Background: an optimization exercise with open tools, aiming at a short achievable clock period and few clock cycles. Do not read the settings as production practice. Function was checked by simulation only, so behaviour that the tests miss may differ from the original. Power figures rest on the tool's default switching activity, not on a simulated workload.

==> exp/raven <==
==> flow/design.v <==
module cybercobra_mc #(
    parameter logic [31:0] RESET_PC = 32'h0000_0000,
    parameter int          SW_W     = 16
) (
    input  logic            clk_i,
    input  logic            rst_i,
    output logic            imem_req_o,
    output logic [31:0]     imem_addr_o,
    input  logic            imem_valid_i,
    input  logic [31:0]     imem_rdata_i,
    input  logic [SW_W-1:0] sw_i,
    input  logic            sw_valid_i,
    output logic            sw_ack_o,
    output logic [31:0]     out_o,
    output logic            halted_o
    ,
    output logic [31:0]     instret_o
);
    localparam logic [4:0] ALU_ADD  = 5'b00000;
    localparam logic [4:0] ALU_SLL  = 5'b00001;
    localparam logic [4:0] ALU_SLTS = 5'b00010;
    localparam logic [4:0] ALU_SLTU = 5'b00011;
    localparam logic [4:0] ALU_XOR  = 5'b00100;
    localparam logic [4:0] ALU_SRL  = 5'b00101;
    localparam logic [4:0] ALU_OR   = 5'b00110;
    localparam logic [4:0] ALU_AND  = 5'b00111;
    localparam logic [4:0] ALU_SUB  = 5'b01000;
    localparam logic [4:0] ALU_SRA  = 5'b01101;
    localparam logic [4:0] ALU_EQ   = 5'b11000;
    localparam logic [4:0] ALU_NE   = 5'b11001;
    localparam logic [4:0] ALU_LTS  = 5'b11100;
    localparam logic [4:0] ALU_GES  = 5'b11101;
    localparam logic [4:0] ALU_LTU  = 5'b11110;
    localparam logic [4:0] ALU_GEU  = 5'b11111;
    function automatic logic [31:0] add32(input logic [31:0] a, input logic [31:0] b,
                                          input logic cin);
        logic [31:0] g, p, gg, pp;
        g = a & b;
        p = a ^ b;
        gg = g;
        pp = p;
        gg[0] = g[0] | (p[0] & cin);
        for (int d = 1; d < 32; d = d * 2) begin
            for (int i = 31; i >= d; i--) begin
                gg[i] = gg[i] | (pp[i] & gg[i-d]);
                pp[i] = pp[i] & pp[i-d];
            end
        end
        add32 = p ^ {gg[30:0], cin};
    endfunction
    function automatic logic less32(input logic [31:0] a, input logic [31:0] b);
        logic [31:0] g, e;
        g = ~a & b;
        e = ~(a ^ b);
        for (int s = 1; s < 32; s = s * 2) begin
            for (int i = 0; i < 32; i = i + 2 * s) begin
                g[i] = g[i+s] | (e[i+s] & g[i]);
                e[i] = e[i+s] & e[i];
            end
        end
        less32 = g[0];
    endfunction
    function automatic logic [8:0] csum8(input logic [7:0] a, input logic [7:0] b);
        logic [7:0] s0, s1, c0, c1;
        logic       n0, n1;
        s0 = a ^ b;
        s1 = ~(a ^ b);
        c0 = a & b;
        c1 = a | b;
        for (int w = 1; w < 8; w = w * 2) begin
            for (int i = 0; i < 8; i = i + 2 * w) begin
                for (int j = i + w; j < i + 2 * w; j++) begin
                    n0 = c0[i] ? s1[j] : s0[j];
                    n1 = c1[i] ? s1[j] : s0[j];
                    s0[j] = n0;
                    s1[j] = n1;
                end
                n0 = c0[i] ? c1[i+w] : c0[i+w];
                n1 = c1[i] ? c1[i+w] : c0[i+w];
                c0[i] = n0;
                c1[i] = n1;
            end
        end
        csum8 = {c0[0], s0};
    endfunction
    logic [31:0] rf [1:31];
    logic        xv_q;                  
    logic        x_j_q;                 
    logic        x_beq_q, x_bne_q, x_blt_q, x_bge_q;   
    logic        x_pred_q;              
    logic        x_b_q;                 
    logic [5:0]  x_bix_q;               
    logic [5:0]  x_hist_q;              
    logic        x_sgn_q;               
    logic        x_halt_q;              
    logic        x_sw_q;                
    logic        x_wen_q;               
    logic [4:0]  x_wa_q;
    logic        x_ws_sw_q;             
    logic [31:0] x_imm_q;               
    logic        x_add_q, x_sub_q, x_sll_q, x_srl_q, x_sra_q, x_slt_q;
    logic        x_xor_q, x_or_q, x_and_q;
    logic [31:0] opa_q, opb_q;          
    logic [21:0] fhi_q, fhp_q, fhm_q;
    logic [1:0]  fsel_q;
    logic [7:0]  flo_q;
    logic [21:0] x_hb_q, x_hbp_q, x_hbm_q;
    logic [1:0]  x_ssel_q, x_tsel_q;
    logic [7:0]  x_slo_q, x_tlo_q;
    logic        halted_q;
    logic [31:0] out_q;
    logic [31:0] instret_q;
    logic        wb_en_q;               
    logic [4:0]  wb_wa_q;
    logic [31:0] wb_data_q;
    logic [31:0] sw_ext;
    assign sw_ext = 32'($signed(sw_i));
    logic eq, lt, taken, redirect;
    assign eq = ~|(opa_q ^ opb_q);
    assign lt = less32({opa_q[31] ^ x_sgn_q, opa_q[30:0]}, {opb_q[31] ^ x_sgn_q, opb_q[30:0]});
    assign taken = x_j_q | (x_beq_q & eq) | (x_bne_q & ~eq) | (x_blt_q & lt) | (x_bge_q & ~lt);
    assign redirect = xv_q & (taken ^ x_pred_q);
    logic [31:0] alu_res;
    always_comb begin
        alu_res = ({32{x_add_q}} & add32(opa_q, opb_q, 1'b0))
                | ({32{x_sub_q}} & add32(opa_q, ~opb_q, 1'b1))
                | ({32{x_sll_q}} & (opa_q << opb_q[4:0]))
                | ({32{x_srl_q}} & (opa_q >> opb_q[4:0]))
                | ({32{x_sra_q}} & $unsigned($signed(opa_q) >>> opb_q[4:0]))
                | ({32{x_slt_q}} & {31'd0, lt})
                | ({32{x_xor_q}} & (opa_q ^ opb_q))
                | ({32{x_or_q}}  & (opa_q | opb_q))
                | ({32{x_and_q}} & (opa_q & opb_q));
    end
    logic [31:0] wr_data;
    assign wr_data = alu_res | ({32{x_ws_sw_q}} & sw_ext) | x_imm_q;
    logic x_stall, x_done;
    assign x_stall = x_sw_q & ~sw_valid_i;
    assign x_done  = xv_q & ~x_stall;
    logic [21:0] na_hi;                 
    always_comb begin
        case (fsel_q)
            2'b01:   na_hi = fhp_q;
            2'b10:   na_hi = fhm_q;
            default: na_hi = fhi_q;
        endcase
    end
    assign imem_addr_o = {na_hi, flo_q, RESET_PC[1:0]};
    assign imem_req_o  = ~halted_q;
    assign sw_ack_o    = x_sw_q & sw_valid_i;
    assign halted_o    = halted_q;
    assign out_o       = out_q;
    logic [31:0] fi;
    assign fi = imem_rdata_i;
    logic        f_j, f_b, f_w;
    logic [1:0]  f_ws;
    logic [4:0]  f_op, f_ra1, f_ra2, f_wa;
    logic [7:0]  f_offs;
    assign f_j    = fi[31];
    assign f_b    = fi[30] & ~fi[31];
    assign f_w    = ~fi[31] & ~fi[30];
    assign f_ws   = fi[29:28];
    assign f_op   = fi[27:23];
    assign f_ra1  = fi[22:18];
    assign f_ra2  = fi[17:13];
    assign f_offs = fi[12:5];
    assign f_wa   = fi[4:0];
    logic [31:0] rf_now [1:31];
    logic [31:0] rf1, rf2, rd1, rd2;
    logic        fwd1, fwd2;
    always_comb begin
        rf1 = 32'd0;
        rf2 = 32'd0;
        for (int i = 1; i < 32; i++) begin
            rf_now[i] = (wb_en_q && wb_wa_q == 5'(i)) ? wb_data_q : rf[i];
            rf1 = rf1 | ({32{f_ra1 == 5'(i)}} & rf_now[i]);
            rf2 = rf2 | ({32{f_ra2 == 5'(i)}} & rf_now[i]);
        end
    end
    assign fwd1 = x_wen_q && (x_wa_q == f_ra1);
    assign fwd2 = x_wen_q && (x_wa_q == f_ra2);
    assign rd1  = fwd1 ? wr_data : rf1;
    assign rd2  = fwd2 ? wr_data : rf2;
    logic f_sgn;
    assign f_sgn = (f_op == ALU_SLTS) || (f_op == ALU_LTS) || (f_op == ALU_GES);
    logic [5:0]  bh [64];
    logic [63:0] bh_v;
    logic [1:0]  bp_ctr [64];
    logic [63:0] bp_v;
    logic [5:0]  f_bix, f_hist;
    logic        bp_hit, bp_taken;
    assign f_bix    = flo_q[5:0];
    assign f_hist   = bh[f_bix];
    assign bp_hit   = bh_v[f_bix] & bp_v[f_hist];
    assign bp_taken = bp_ctr[f_hist][1];
    logic f_pred;
    assign f_pred = f_j | (f_b & (bp_hit ? bp_taken : f_offs[7]));
    logic [21:0] na_hp, na_hm;
    logic [8:0]  seq_lo, tgt_lo;
    logic [1:0]  seq_sel, tgt_sel;
    assign na_hp   = na_hi + 22'd1;
    assign na_hm   = na_hi - 22'd1;
    assign seq_lo  = {1'b0, flo_q} + 9'd1;
    assign seq_sel = {1'b0, seq_lo[8]};
    assign tgt_lo  = csum8(flo_q, f_offs);
    assign tgt_sel = (f_offs[7] == tgt_lo[8]) ? 2'b00 : (tgt_lo[8] ? 2'b01 : 2'b10);
    logic accept;
    assign accept = ~halted_q & ~x_stall & ~redirect & ~(xv_q & x_halt_q) & imem_valid_i;
    always_ff @(posedge clk_i) begin
        if (rst_i) begin
            xv_q     <= 1'b0;
            x_j_q    <= 1'b0;
            x_beq_q  <= 1'b0;
            x_bne_q  <= 1'b0;
            x_blt_q  <= 1'b0;
            x_bge_q  <= 1'b0;
            x_pred_q <= 1'b0;
            x_b_q    <= 1'b0;
            bp_v     <= 64'd0;
            bh_v     <= 64'd0;
            for (int i = 0; i < 64; i++) bh[i] <= 6'd0;
            x_halt_q <= 1'b0;
            x_sw_q   <= 1'b0;
            x_wen_q  <= 1'b0;
            fhi_q    <= RESET_PC[31:10];
            fsel_q   <= 2'b00;
            flo_q    <= RESET_PC[9:2];
            halted_q <= 1'b0;
            out_q    <= 32'd0;
            instret_q <= 32'd0;
            wb_en_q   <= 1'b0;
        end else begin
            wb_en_q <= x_done & x_wen_q;
            if (x_done) begin
                out_q     <= opa_q;
                instret_q <= instret_q + 32'd1;
                if (x_halt_q) halted_q <= 1'b1;
            end
            if (!x_stall) begin
                xv_q     <= accept;
                x_j_q    <= accept & f_j;
                x_beq_q  <= accept & f_b & (f_op == ALU_EQ);
                x_bne_q  <= accept & f_b & (f_op == ALU_NE);
                x_blt_q  <= accept & f_b & ((f_op == ALU_LTS) || (f_op == ALU_LTU));
                x_bge_q  <= accept & f_b & ((f_op == ALU_GES) || (f_op == ALU_GEU));
                x_pred_q <= accept & f_pred;
                x_b_q    <= accept & f_b;
                x_halt_q <= accept & f_j & (f_offs == 8'd0);
                x_sw_q   <= accept & f_w & (f_ws == 2'b10);
                x_wen_q  <= accept & f_w & (f_wa != 5'd0);
            end
            if (xv_q && x_b_q) begin
                bp_v[x_hist_q] <= 1'b1;
                bh_v[x_bix_q]  <= 1'b1;
                bh[x_bix_q]    <= {bh[x_bix_q][4:0], taken};
            end
            if (redirect) begin
                fhi_q  <= x_hb_q;
                fsel_q <= taken ? x_tsel_q : x_ssel_q;
                flo_q  <= taken ? x_tlo_q : x_slo_q;
            end else if (accept) begin
                fhi_q  <= na_hi;
                fsel_q <= f_pred ? tgt_sel : seq_sel;
                flo_q  <= f_pred ? tgt_lo[7:0] : seq_lo[7:0];
            end
        end
    end
    always_ff @(posedge clk_i) begin
        if (!x_stall) begin
            x_wa_q     <= f_wa;
            x_ws_sw_q  <= f_ws == 2'b10;
            x_imm_q    <= (f_ws == 2'b00) ? {{9{fi[27]}}, fi[27:5]} : 32'd0;
            x_add_q    <= (f_ws == 2'b01) && (f_op == ALU_ADD);
            x_sub_q    <= (f_ws == 2'b01) && (f_op == ALU_SUB);
            x_sll_q    <= (f_ws == 2'b01) && (f_op == ALU_SLL);
            x_srl_q    <= (f_ws == 2'b01) && (f_op == ALU_SRL);
            x_sra_q    <= (f_ws == 2'b01) && (f_op == ALU_SRA);
            x_slt_q    <= (f_ws == 2'b01) && ((f_op == ALU_SLTS) || (f_op == ALU_SLTU));
            x_xor_q    <= (f_ws == 2'b01) && (f_op == ALU_XOR);
            x_or_q     <= (f_ws == 2'b01) && (f_op == ALU_OR);
            x_and_q    <= (f_ws == 2'b01) && (f_op == ALU_AND);
            x_sgn_q    <= f_sgn;
            x_bix_q    <= f_bix;
            x_hist_q   <= f_hist;
            opa_q      <= rd1;
            opb_q      <= rd2;
            x_hb_q     <= na_hi;
            x_hbp_q    <= na_hp;
            x_hbm_q    <= na_hm;
            x_ssel_q   <= seq_sel;
            x_slo_q    <= seq_lo[7:0];
            x_tsel_q   <= tgt_sel;
            x_tlo_q    <= tgt_lo[7:0];
        end
    end
    always_ff @(posedge clk_i) begin
        if (rst_i) begin
            fhp_q <= RESET_PC[31:10] + 22'd1;
            fhm_q <= RESET_PC[31:10] - 22'd1;
        end else if (redirect) begin
            fhp_q <= x_hbp_q;
            fhm_q <= x_hbm_q;
        end else if (accept) begin
            fhp_q <= na_hp;
            fhm_q <= na_hm;
        end
    end
    always_ff @(posedge clk_i) begin
        if (xv_q && x_b_q) begin
            if (!bp_v[x_hist_q])                         bp_ctr[x_hist_q] <= taken ? 2'd2 : 2'd1;
            else if (taken && bp_ctr[x_hist_q] != 2'd3)  bp_ctr[x_hist_q] <= bp_ctr[x_hist_q] + 2'd1;
            else if (!taken && bp_ctr[x_hist_q] != 2'd0) bp_ctr[x_hist_q] <= bp_ctr[x_hist_q] - 2'd1;
        end
    end
    always_ff @(posedge clk_i) begin
        wb_wa_q   <= x_wa_q;
        wb_data_q <= wr_data;
    end
    always_ff @(posedge clk_i) begin
        for (int i = 1; i < 32; i++) begin
            if (wb_en_q && wb_wa_q == 5'(i)) rf[i] <= wb_data_q;
        end
    end
    assign instret_o = instret_q;
endmodule
==> flow/flow/run.sh <==
#!/bin/bash
set -euo pipefail
bash standard.sh SETUP_SLACK_MARGIN=5.8 'BUFFER_PORTS_ARGS=-buffer_cell sky130_fd_sc_hd__buf_6' finish > standard_flow.log 2>&1
==> flow/standard.sh <==
#!/bin/bash
# synth_recipe.tcl (not shown) runs the flow's synth.tcl, then flattens the netlist and writes it again
# the make line also repeats each setting of config.mk as NAME=value (left out here)
make -C /OpenROAD-flow-scripts/flow DESIGN_CONFIG=/design/flow/config.mk WORK_HOME=/design/flow/orfs CLKGATE_MAP_FILE= SYNTH_SCRIPT=/design/flow/synth_recipe.tcl "${@:-finish}"
==> flow/config.mk <==
export PLATFORM = sky130hd
export DESIGN_NAME = cybercobra_mc
export DESIGN_NICKNAME = cybercobra_mc
export VERILOG_FILES = /design/flow/design.v
export SDC_FILE = /design/flow/constraint.sdc
export NUM_CORES = 4
export LEC_CHECK = 0
export CAP_MARGIN = 20
export CORE_MARGIN = 2
export CORE_UTILIZATION = 40
export SETUP_SLACK_MARGIN = 5
export SLEW_MARGIN = 20
==> flow/constraint.sdc <==
create_clock -name core_clock -period 10.0 [get_ports {clk_i}]
set_input_delay 2.0000 -clock core_clock [delete_from_list [all_inputs] [get_ports {clk_i}]]
set_output_delay 2.0000 -clock core_clock [all_outputs]
set_load 0.01 [all_outputs]
==> inputs of exp/xenon, as changes to exp/raven <==
--- a/flow/design.v
+++ b/flow/design.v
@@ -61,27 +61,4 @@
         less32 = g[0];
     endfunction
-    function automatic logic [8:0] csum8(input logic [7:0] a, input logic [7:0] b);
-        logic [7:0] s0, s1, c0, c1;
-        logic       n0, n1;
-        s0 = a ^ b;
-        s1 = ~(a ^ b);
-        c0 = a & b;
-        c1 = a | b;
-        for (int w = 1; w < 8; w = w * 2) begin
-            for (int i = 0; i < 8; i = i + 2 * w) begin
-                for (int j = i + w; j < i + 2 * w; j++) begin
-                    n0 = c0[i] ? s1[j] : s0[j];
-                    n1 = c1[i] ? s1[j] : s0[j];
-                    s0[j] = n0;
-                    s1[j] = n1;
-                end
-                n0 = c0[i] ? c1[i+w] : c0[i+w];
-                n1 = c1[i] ? c1[i+w] : c0[i+w];
-                c0[i] = n0;
-                c1[i] = n1;
-            end
-        end
-        csum8 = {c0[0], s0};
-    endfunction
     logic [31:0] rf [1:31];
     logic        xv_q;                  
@@ -102,10 +79,7 @@
     logic        x_xor_q, x_or_q, x_and_q;
     logic [31:0] opa_q, opb_q;          
-    logic [21:0] fhi_q, fhp_q, fhm_q;
-    logic [1:0]  fsel_q;
-    logic [7:0]  flo_q;
-    logic [21:0] x_hb_q, x_hbp_q, x_hbm_q;
-    logic [1:0]  x_ssel_q, x_tsel_q;
-    logic [7:0]  x_slo_q, x_tlo_q;
+    logic [31:0] seq_q;                 
+    logic [31:0] tgt_q;                 
+    logic [31:0] fa_q;                  
     logic        halted_q;
     logic [31:0] out_q;
@@ -138,13 +112,5 @@
     assign x_stall = x_sw_q & ~sw_valid_i;
     assign x_done  = xv_q & ~x_stall;
-    logic [21:0] na_hi;                 
-    always_comb begin
-        case (fsel_q)
-            2'b01:   na_hi = fhp_q;
-            2'b10:   na_hi = fhm_q;
-            default: na_hi = fhi_q;
-        endcase
-    end
-    assign imem_addr_o = {na_hi, flo_q, RESET_PC[1:0]};
+    assign imem_addr_o = fa_q;
     assign imem_req_o  = ~halted_q;
     assign sw_ack_o    = x_sw_q & sw_valid_i;
@@ -190,5 +156,5 @@
     logic [5:0]  f_bix, f_hist;
     logic        bp_hit, bp_taken;
-    assign f_bix    = flo_q[5:0];
+    assign f_bix    = fa_q[7:2];
     assign f_hist   = bh[f_bix];
     assign bp_hit   = bh_v[f_bix] & bp_v[f_hist];
@@ -196,13 +162,21 @@
     logic f_pred;
     assign f_pred = f_j | (f_b & (bp_hit ? bp_taken : f_offs[7]));
-    logic [21:0] na_hp, na_hm;
-    logic [8:0]  seq_lo, tgt_lo;
-    logic [1:0]  seq_sel, tgt_sel;
-    assign na_hp   = na_hi + 22'd1;
-    assign na_hm   = na_hi - 22'd1;
-    assign seq_lo  = {1'b0, flo_q} + 9'd1;
-    assign seq_sel = {1'b0, seq_lo[8]};
-    assign tgt_lo  = csum8(flo_q, f_offs);
-    assign tgt_sel = (f_offs[7] == tgt_lo[8]) ? 2'b00 : (tgt_lo[8] ? 2'b01 : 2'b10);
+    logic [31:0] offs_ext;
+    assign offs_ext = {{22{f_offs[7]}}, f_offs, 2'b00};
+    logic [31:0] fpc_seq, fpc_tgt;
+    logic [31:0] fa_hi_inc, fa_hi_dec, fa_lo_sum;
+    assign fpc_seq   = add32(fa_q, 32'd4, 1'b0);
+    assign fa_hi_inc = add32({10'd0, fa_q[31:10]}, 32'd1, 1'b0);
+    assign fa_hi_dec = add32({10'd0, fa_q[31:10]}, 32'hFFFF_FFFF, 1'b0);
+    assign fa_lo_sum = add32({24'd0, fa_q[9:2]}, {24'd0, f_offs}, 1'b0);
+    always_comb begin
+        fpc_tgt[1:0] = fa_q[1:0];
+        fpc_tgt[9:2] = fa_lo_sum[7:0];
+        case ({f_offs[7], fa_lo_sum[8]})
+            2'b01:   fpc_tgt[31:10] = fa_hi_inc[21:0];
+            2'b10:   fpc_tgt[31:10] = fa_hi_dec[21:0];
+            default: fpc_tgt[31:10] = fa_q[31:10];
+        endcase
+    end
     logic accept;
     assign accept = ~halted_q & ~x_stall & ~redirect & ~(xv_q & x_halt_q) & imem_valid_i;
@@ -223,7 +197,5 @@
             x_sw_q   <= 1'b0;
             x_wen_q  <= 1'b0;
-            fhi_q    <= RESET_PC[31:10];
-            fsel_q   <= 2'b00;
-            flo_q    <= RESET_PC[9:2];
+            fa_q     <= RESET_PC;
             halted_q <= 1'b0;
             out_q    <= 32'd0;
@@ -255,13 +227,6 @@
                 bh[x_bix_q]    <= {bh[x_bix_q][4:0], taken};
             end
-            if (redirect) begin
-                fhi_q  <= x_hb_q;
-                fsel_q <= taken ? x_tsel_q : x_ssel_q;
-                flo_q  <= taken ? x_tlo_q : x_slo_q;
-            end else if (accept) begin
-                fhi_q  <= na_hi;
-                fsel_q <= f_pred ? tgt_sel : seq_sel;
-                flo_q  <= f_pred ? tgt_lo[7:0] : seq_lo[7:0];
-            end
+            if (redirect)    fa_q <= taken ? tgt_q : seq_q;
+            else if (accept) fa_q <= f_pred ? fpc_tgt : fpc_seq;
         end
     end
@@ -285,23 +250,6 @@
             opa_q      <= rd1;
             opb_q      <= rd2;
-            x_hb_q     <= na_hi;
-            x_hbp_q    <= na_hp;
-            x_hbm_q    <= na_hm;
-            x_ssel_q   <= seq_sel;
-            x_slo_q    <= seq_lo[7:0];
-            x_tsel_q   <= tgt_sel;
-            x_tlo_q    <= tgt_lo[7:0];
-        end
-    end
-    always_ff @(posedge clk_i) begin
-        if (rst_i) begin
-            fhp_q <= RESET_PC[31:10] + 22'd1;
-            fhm_q <= RESET_PC[31:10] - 22'd1;
-        end else if (redirect) begin
-            fhp_q <= x_hbp_q;
-            fhm_q <= x_hbm_q;
-        end else if (accept) begin
-            fhp_q <= na_hp;
-            fhm_q <= na_hm;
+            seq_q      <= fpc_seq;
+            tgt_q      <= fpc_tgt;
         end
     end
- CORE_UTILIZATION: 40 -> 55
==> impl_metrics.py <==
metrics = {
    "status": {
        "status": "timing/DRC/antenna clean",
    },
    "synth": {
        "synth.area.mux_share_pct": 18.3,
    },
    "route": {
        "dr_wl_met2_um": 182000,
    },
    "placed_design": {
        "placedCellCount": 12300,
        "port_buffers": 150,
        "dp_hpwl_um": 264000,
        "placed_area_mm2": 0.104,
    },
    "timing": {
        "finalClockSkew_ns": 0.0872,
    },
    "final_layout": {
        "drive_above_1_share_pct": 16.4,
        "final.fill_count": 14900,
    },
    "power": {
        "powerSeq_mw": 8.98,
    },
    "worst_setup_path": {
        "required_ns": 10.76,
        "crit_family": "compound AO/OA/AOI/OAI gates",
    },
}
(the above is from exp/xenon)
==> impl_metrics.py <==
metrics = {
    "timing": {
        "final_max_slew_viol_count": 93,
    },
    "placed_design": {
        "placedCellCount": 13500,
        "dp_hpwl_um": 279000,
    },
    "synth": {
        "synth.area.mux_share_pct": 17.5,
    },
    "route": {
        "dr_wl_met2_um": 193000,
    },
    "status": {
        "status": "complete, but fails checks",
        "so.violations": "max-slew violations",
    },
    "final_layout": {
        "final.fill_count": 23300,
    },
    "power": {
        "powerSeq_mw": 9.33,
    },
}
(the above is from exp/raven)
Testbench counts of exp/raven, summed over its fixed seeds: cycles 81,908.
Testbench counts of exp/xenon, summed over its fixed seeds: cycles 81,908.

re-timing with driven ports:
The flow's constraints put no driver on any port. The routed layouts listed below were extracted and timed again, unchanged, in two steps. Step 1 (the two cells are an assumption about what drives the block):
set clk [get_ports {clk_i}]
set_driving_cell -lib_cell sky130_fd_sc_hd__clkbuf_16 $clk
set_driving_cell -lib_cell sky130_fd_sc_hd__buf_2 [delete_from_list [all_inputs] $clk]
Step 2 moves the port delays by t, midway between the first and last clock arrival at a register: inputs arrive t later, outputs are due t later. That takes back most of the time a late clock gives input paths. a / b / c = ideal / step 1 / step 2; a / b = the first two.
run | t (ns) | setup WS [ns] | worst data-port slew with drivers (ns)
exp/raven | 0.970 | 5.357 / 5.257 / 4.589 | 0.20
exp/xenon | 0.976 | 5.180 / 5.180 / 4.383 | 0.15
For exp/xenon, which loses most, drivers alone change the setup slack by 0.000 ns; drivers and shift together by -0.797 ns.
